Source: an optimization exercise on an open RTL-to-GDS flow (aim: small area, a short achievable clock period and few clock cycles). Production flows keep margins and buffers that such runs may drop.
Only simulation tests tie the RTL to the original design; equivalence was not proved.
No activity file was given, so power comes from the tool's default toggle rates.

## lifo_stack_engine_top
module lifo_stack_engine_top #(
    parameter int DEPTH = 64
) (
    input  logic                     i_clk,
    input  logic                     i_rst_n,
    input  logic                     i_cmd_valid,
    output logic                     o_cmd_ready,
    input  logic [CMD_W-1:0]         i_command,
    input  logic signed [DATA_W-1:0] i_push_value,
    input  logic [CNT_W-1:0]         i_pop_count,
    output logic                     o_res_valid,
    input  logic                     i_res_ready,
    output logic [STAT_W-1:0]        o_status,
    output logic signed [DATA_W-1:0] o_data,
    output logic                     o_last
);
    logic [DEPTH-1:0]  wsel, rsel;
    logic [DATA_W-1:0] wdata, rdata;
    lse_back #(.DEPTH(DEPTH)) u_back (
        .i_clk        (i_clk),
        .i_rst_n      (i_rst_n),
        .i_cmd_valid  (i_cmd_valid),
        .o_cmd_ready  (o_cmd_ready),
        .i_command    (i_command),
        .i_push_value (i_push_value),
        .i_pop_count  (i_pop_count),
        .o_wsel       (wsel),
        .o_wdata      (wdata),
        .o_rsel       (rsel),
        .i_rdata      (rdata),
        .o_res_valid  (o_res_valid),
        .i_res_ready  (i_res_ready),
        .o_status     (o_status),
        .o_data       (o_data),
        .o_last       (o_last)
    );
    lse_ram #(.W(DATA_W), .D(DEPTH)) u_ram (
        .i_clk   (i_clk),
        .i_wsel  (wsel),
        .i_wdata (wdata),
        .i_rsel  (rsel),
        .o_rdata (rdata)
    );
endmodule
For scale: about 6400 cells after synthesis, ~83 I/O pins.
==> flow/config.mk <==
export PLATFORM = sky130hd
export DESIGN_NAME = lifo_stack_engine_top
export DESIGN_NICKNAME = lifo_stack_engine_top
export VERILOG_FILES = /design/flow/design.v
export SDC_FILE = /design/flow/constraint.sdc
export NUM_CORES = 4
export LEC_CHECK = 0
export ABC_AREA = 1
export CAP_MARGIN = 20
export CORE_MARGIN = 2
export CORE_UTILIZATION = 68
export CTS_CLUSTER_DIAMETER = 100
export CTS_CLUSTER_SIZE = 26
export PLACE_DENSITY = 0.78
export SETUP_SLACK_MARGIN = 3.8
export SLEW_MARGIN = 20
export TNS_END_PERCENT = 100
==> flow/constraint.sdc <==
create_clock -name core_clock -period 6.0 [get_ports {i_clk}]
set_input_delay 1.2000 -clock core_clock [delete_from_list [all_inputs] [get_ports {i_clk}]]
set_output_delay 1.2000 -clock core_clock [all_outputs]
set_load 0.01 [all_outputs]
standard.sh (not shown) runs the stock make flow with config.mk's settings and CLKGATE_MAP_FILE= SYNTH_SCRIPT=/design/flow/synth_recipe.tcl, a recipe that flattens the netlist after the stock synthesis.
==> flow/flow/run.sh <==
#!/bin/bash
# The standard layout (the standard.sh, all ORFS steps to finish), with
# one change: the buffers that buffer_ports puts on every input and output
# port are buf_4 cells instead of the default delay buffer. All of make's
# output goes to flow_standard.log in this folder; the tools' own logs stay
# under orfs/logs/.
set -euo pipefail
bash standard.sh "BUFFER_PORTS_ARGS=-buffer_cell sky130_fd_sc_hd__buf_4" finish > flow_standard.log 2>&1
The baseline produced a clean layout.
Testbench counts at the start, summed over its fixed seeds: cycles 16,877.
Change:
- CORE_UTILIZATION: 68 -> 60
- CTS_CLUSTER_SIZE: 26 -> 20
- PLACE_DENSITY: 0.78 -> 0.7
The changed run passed the timing, DRC and antenna checks.
Register-to-register slack hardly moves.
Maximum frequency went down by 4.1%.
Wire length went up by 2.0%.
Count of clock-buffer cells in the layout went up by 36.
Setup slack loses 100 ps.
First-iteration DRC count went down by 4.7%.
Cell area went up by 0.73%.
Global-route usage went down by 4.4 points.
Change:
- CORE_UTILIZATION: 60 -> 64
- CTS_CLUSTER_SIZE: 20 -> 24
- PLACE_DENSITY: 0.7 -> 0.74
The new run finished with timing, DRC and antenna clean. Design area hardly moves. Core utilization grows by 4.2 points. Power shrinks by 3.7%. Setup slack improves by 70 ps. Clock power shrinks by 12%. Sequential power stays flat. Area after synthesis does not change. Routed wire length shrinks by 2.0%. Global-route usage grows by 1.9 points. Die area shrinks by 6.2%. Register-to-register slack improves by 40 ps.
Change:
- CORE_UTILIZATION: 64 -> 71
- CTS_CLUSTER_SIZE: 24 -> 26
- PLACE_DENSITY: 0.74 -> 0.8
Core utilization grows by 7.1 points.
Hold slack got worse by 7.8 ps.
Cell count shrinks by 2.4%.
Sequential power is about the same.
Non-clock buffer count shrinks by 43.
Total power shrinks by about 1.3%.
Setup slack got worse by 8.8 ps.
Synthesized area is unchanged.

==> afterwards: timing with drivers on the ports <==
In the flow no input, the clock included, has a driving cell. The finished layouts below were timed again as built, in two steps.
Step 1, drivers: a clkbuf_16 drives i_clk and a buf_2 each remaining input, both assumed.
Step 2 moves the port delays by t, midway between the first and last clock arrival at a register: inputs arrive t later, outputs are due t later. That takes back most of the time a late clock gives input paths.
Slacks: ideal / step 1 / step 2; pairs: ideal / step 1.
run | t, ns | slack for setup (ns) | worst hold slack (ns) | latest minus earliest clock arrival (ns)
the first run | 0.814 | 3.574 / 3.499 / 3.118 | 0.472 / 0.472 / 0.472 | 0.040 / 0.040
the second run | 0.887 | 3.472 / 3.393 / 2.966 | 0.464 / 0.464 / 0.464 | 0.033 / 0.034
the third run | 0.839 | 3.542 / 3.469 / 3.061 | 0.469 / 0.469 / 0.469 | 0.040 / 0.040
the fourth run | 0.841 | 3.533 / 3.455 / 3.080 | 0.461 / 0.461 / 0.461 | 0.041 / 0.041
After both steps setup and hold are still met in every run listed. The setup slack of the second run, which loses most, moves by -0.079 ns with the drivers and by -0.506 ns with both steps.
